This design comes from an exercise in tuning for small area and a short achievable clock period on the open sky130 flow, not from production work.
Power figures rest on the tool's default switching activity, not on a simulated workload.

Setup of run A:
==> flow/design.v <==
package mask_alu_pkg;
  localparam int VLEN         = 128;
  localparam int VL_WIDTH     = 8;
  localparam int VSTART_WIDTH = 7;
  localparam int TAG_WIDTH    = 4;
  localparam logic [2:0] FUNCT3_OPMVV = 3'b010;
  localparam logic [5:0] FUNCT6_VMANDN = 6'b011000;
  localparam logic [5:0] FUNCT6_VMAND  = 6'b011001;
  localparam logic [5:0] FUNCT6_VMOR   = 6'b011010;
  localparam logic [5:0] FUNCT6_VMXOR  = 6'b011011;
  localparam logic [5:0] FUNCT6_VMORN  = 6'b011100;
  localparam logic [5:0] FUNCT6_VMNAND = 6'b011101;
  localparam logic [5:0] FUNCT6_VMNOR  = 6'b011110;
  localparam logic [5:0] FUNCT6_VMXNOR = 6'b011111;
  localparam logic [5:0] FUNCT6_VWXUNARY0 = 6'b010000;
  localparam logic [5:0] FUNCT6_VMUNARY0  = 6'b010100;
  localparam logic [4:0] VS1_VFIRST = 5'b10001;
  localparam logic [4:0] VS1_VMSBF  = 5'b00001;
  localparam logic [4:0] VS1_VMSOF  = 5'b00010;
  localparam logic [4:0] VS1_VMSIF  = 5'b00011;
  typedef logic [VLEN-1:0]         vreg_t;
  typedef logic [VL_WIDTH-1:0]     vl_t;
  typedef logic [VSTART_WIDTH-1:0] vstart_t;
  typedef logic [TAG_WIDTH-1:0]    tag_t;
  typedef enum logic [3:0] {
    OP_NONE,
    OP_ANDN,
    OP_AND,
    OP_OR,
    OP_XOR,
    OP_ORN,
    OP_NAND,
    OP_NOR,
    OP_XNOR,
    OP_MSBF,
    OP_MSIF,
    OP_MSOF,
    OP_FIRST
  } mask_op_e;
endpackage
module mask_alu_top (
  input  logic          clk,
  input  logic          reset,
  input  logic          uop_valid,
  input  logic [2:0]    funct3,
  input  logic [5:0]    funct6,
  input  logic [4:0]    vs1_op,
  input  logic          vm,
  input  logic [7:0]    vl,
  input  logic [6:0]    vstart,
  input  logic [3:0]    tag,
  input  logic [127:0]  vs1_data,
  input  logic          vs1_valid,
  input  logic [127:0]  vs2_data,
  input  logic          vs2_valid,
  input  logic [127:0]  v0_data,
  input  logic          v0_valid,
  input  logic [127:0]  vd_data,
  input  logic          vd_valid,
  output logic          result_valid,
  output logic [3:0]    result_tag,
  output logic [127:0]  result_data
);
  logic f3_ok, is_logic, is_unary, is_first, accept;
  assign f3_ok    = (funct3 == 3'b010);
  assign is_logic = f3_ok & (funct6[5:3] == 3'b011);
  assign is_unary = f3_ok & (funct6 == 6'b010100) & (vs1_op[4:2] == 3'b000) & (vs1_op[1:0] != 2'b00);
  assign is_first = f3_ok & (funct6 == 6'b010000) & (vs1_op == 5'b10001);
  assign accept   = uop_valid & (
      (is_logic & vs1_valid & vs2_valid & vd_valid & vm) |
      (is_unary & ~vs1_valid & vs2_valid & (vm | (vd_valid & v0_valid))) |
      (is_first & ~vs1_valid & vs2_valid & (vm | v0_valid)));
  logic sel_l, sel_u, sel_f;
  assign sel_l = funct6[3];
  assign sel_u = ~funct6[3] & funct6[2];
  assign sel_f = ~funct6[3] & ~funct6[2];
  logic [3:0] tt;
  always_comb begin
    case (funct6[2:0])
      3'b000:  tt = 4'b0100;  
      3'b001:  tt = 4'b1000;  
      3'b010:  tt = 4'b1110;  
      3'b011:  tt = 4'b0110;  
      3'b100:  tt = 4'b1101;  
      3'b101:  tt = 4'b0111;  
      3'b110:  tt = 4'b0001;  
      default: tt = 4'b1001;  
    endcase
  end
  logic [127:0] s;
  assign s = vs2_data & ({128{vm}} | v0_data);
  logic [31:0] g1;
  logic [7:0]  g2;
  logic [7:0]  sp;
  logic [31:0] gp;
  logic [127:0] p;
  always_comb begin
    for (int m = 0; m < 32; m++) g1[m] = |s[4*m +: 4];
    for (int n = 0; n < 8; n++)  g2[n] = |g1[4*n +: 4];
    for (int n = 0; n < 8; n++) begin
      sp[n] = 1'b0;
      for (int j = 0; j < n; j++) sp[n] = sp[n] | g2[j];
    end
    for (int m = 0; m < 32; m++) begin
      gp[m] = sp[m/4];
      for (int j = 4*(m/4); j < m; j++) gp[m] = gp[m] | g1[j];
    end
    for (int k = 0; k < 128; k++) begin
      p[k] = gp[k/4];
      for (int j = 4*(k/4); j < k; j++) p[k] = p[k] | s[j];
    end
  end
  logic [31:0] gfirst;
  logic [6:0]  idx;
  always_comb begin
    gfirst = g1 & ~gp;
    idx = '0;
    for (int m = 0; m < 32; m++) begin
      idx[6:2] = idx[6:2] | ({5{gfirst[m]}} & 5'(m));
      idx[1]   = idx[1] | (gfirst[m] & ~s[4*m] & ~s[4*m+1]);
      idx[0]   = idx[0] | (gfirst[m] & ~s[4*m] & (s[4*m+1] | ~s[4*m+2]));
    end
  end
  logic [7:0]   thr_in;
  logic [127:0] thr;
  logic [15:0]  hi_gt, hi_eq, lo_gt;
  assign thr_in = sel_l ? {1'b0, vstart} : vl;
  always_comb begin
    for (int h = 0; h < 16; h++) begin
      hi_gt[h] = (thr_in[7:4] > 4'(h));
      hi_eq[h] = (thr_in[7:4] == 4'(h));
      lo_gt[h] = (thr_in[3:0] > 4'(h));
    end
    for (int k = 0; k < 128; k++)
      thr[k] = hi_gt[k/16] | (hi_eq[k/16] & lo_gt[k%16]);
  end
  logic found;
  assign found = |(s & thr);
  logic       gu;
  logic [3:0] gt;
  assign gu = sel_u & ~vm;
  always_comb begin
    if (sel_l)      gt = tt;
    else if (sel_u) gt = {1'b0, vs1_op[1], 1'b0, vs1_op[0]};   
    else            gt = {4{~found}};
  end
  logic [127:0] merged;
  always_comb begin
    for (int k = 0; k < 128; k++) begin
      logic x, y;
      logic [3:0] g;
      x = (sel_l & thr[k]) | (gu & ~v0_data[k]);
      y = sel_l ? vs1_data[k] : p[k];
      g = gt;
      if (k < 7 && sel_f) g = {4{idx[k] | ~found}};
      merged[k] = x ? vd_data[k] : g[{vs2_data[k], y}];
    end
  end
  always_ff @(posedge clk) begin
    if (reset) result_valid <= 1'b0;
    else       result_valid <= accept;
  end
  always_ff @(posedge clk) begin
    result_tag  <= tag;
    result_data <= merged;
  end
endmodule
clock: 8.0 ns
lec_check: 0
abc_clock_period_in_ps: 3000
cap_margin: 20
core_area: 5 5 235 235
die_area: 0 0 240 240
setup_slack_margin: 4.8
slew_margin: 20
run.sh (not shown) runs the stock make flow with config.mk's settings and CLKGATE_MAP_FILE= SYNTH_SCRIPT=/design/flow/synth_recipe.tcl, a recipe that flattens the netlist after the stock synthesis.
The final layout from run A, which completed every stage, passed the timing, DRC and antenna checks at the end of the flow.
Inputs modified between run A and run B:
==> flow/flow/run.sh (new file) <==
#!/bin/bash
# Standard ORFS layout, with plain buf_1 cells as the port buffers.
set -euo pipefail
export BUFFER_PORTS_ARGS="-buffer_cell sky130_fd_sc_hd__buf_1"
bash standard.sh > standard_flow.log 2>&1
==> flow/standard.sh (new file) <==
#!/bin/bash
# synth_recipe.tcl (not shown) runs the flow's synth.tcl, then flattens the netlist and writes it again
# the make line also repeats each setting of config.mk as NAME=value (left out here)
make -C /OpenROAD-flow-scripts/flow DESIGN_CONFIG=/design/flow/config.mk WORK_HOME=/design/flow/orfs CLKGATE_MAP_FILE= SYNTH_SCRIPT=/design/flow/synth_recipe.tcl "${@:-finish}"
removed: flow/run.sh
Findings:
Diff run B..run A | chip width | unchanged
Run A has a higher met3 track utilization from global routing than run B.
Run A → run B: number of flops mapped to enable cells by yosys flat, via count of the first global-routing pass down 7.8%, post-route total power down 0.00031 W, count of non-CTS buffers in the layout down 44, number of antenna repair diodes down 1.
Static leakage went down by more than 10% going from run A to run B.
Via count ended up 3.0% lower on run B than on run A.
Run B ended with less global router's overall resource usage than run A.
No run of this note included a check of the RTL's function; only the layout flow was run.

-- separate check: timing with driven ports --
In the flow no input, the clock included, has a driving cell. The finished layouts below were timed again as built, in two steps.
Step 1 assumes that a clkbuf_16 drives the clock port and a buf_2 every other input.
Step 2 moves the port delays by t, midway between the first and last clock arrival at a register: inputs arrive t later, outputs are due t later. That takes back most of the time a late clock gives input paths.
a / b / c = ideal ports / drivers / drivers and shift; a / b = the first two.
run | shift t [ns] | slack for setup (ns) | clock arrival spread, ns | cell pins on the clock port's net
run A | 0.574 | 3.665 / 3.391 / 2.818 | 0.027 / 0.027 | 1
run B | 0.565 | 3.708 / 3.475 / 2.911 | 0.015 / 0.015 | 1
After both steps setup and hold are still met in every run listed. For run A, which loses most, drivers alone change the setup slack by -0.274 ns; drivers and shift together by -0.847 ns.
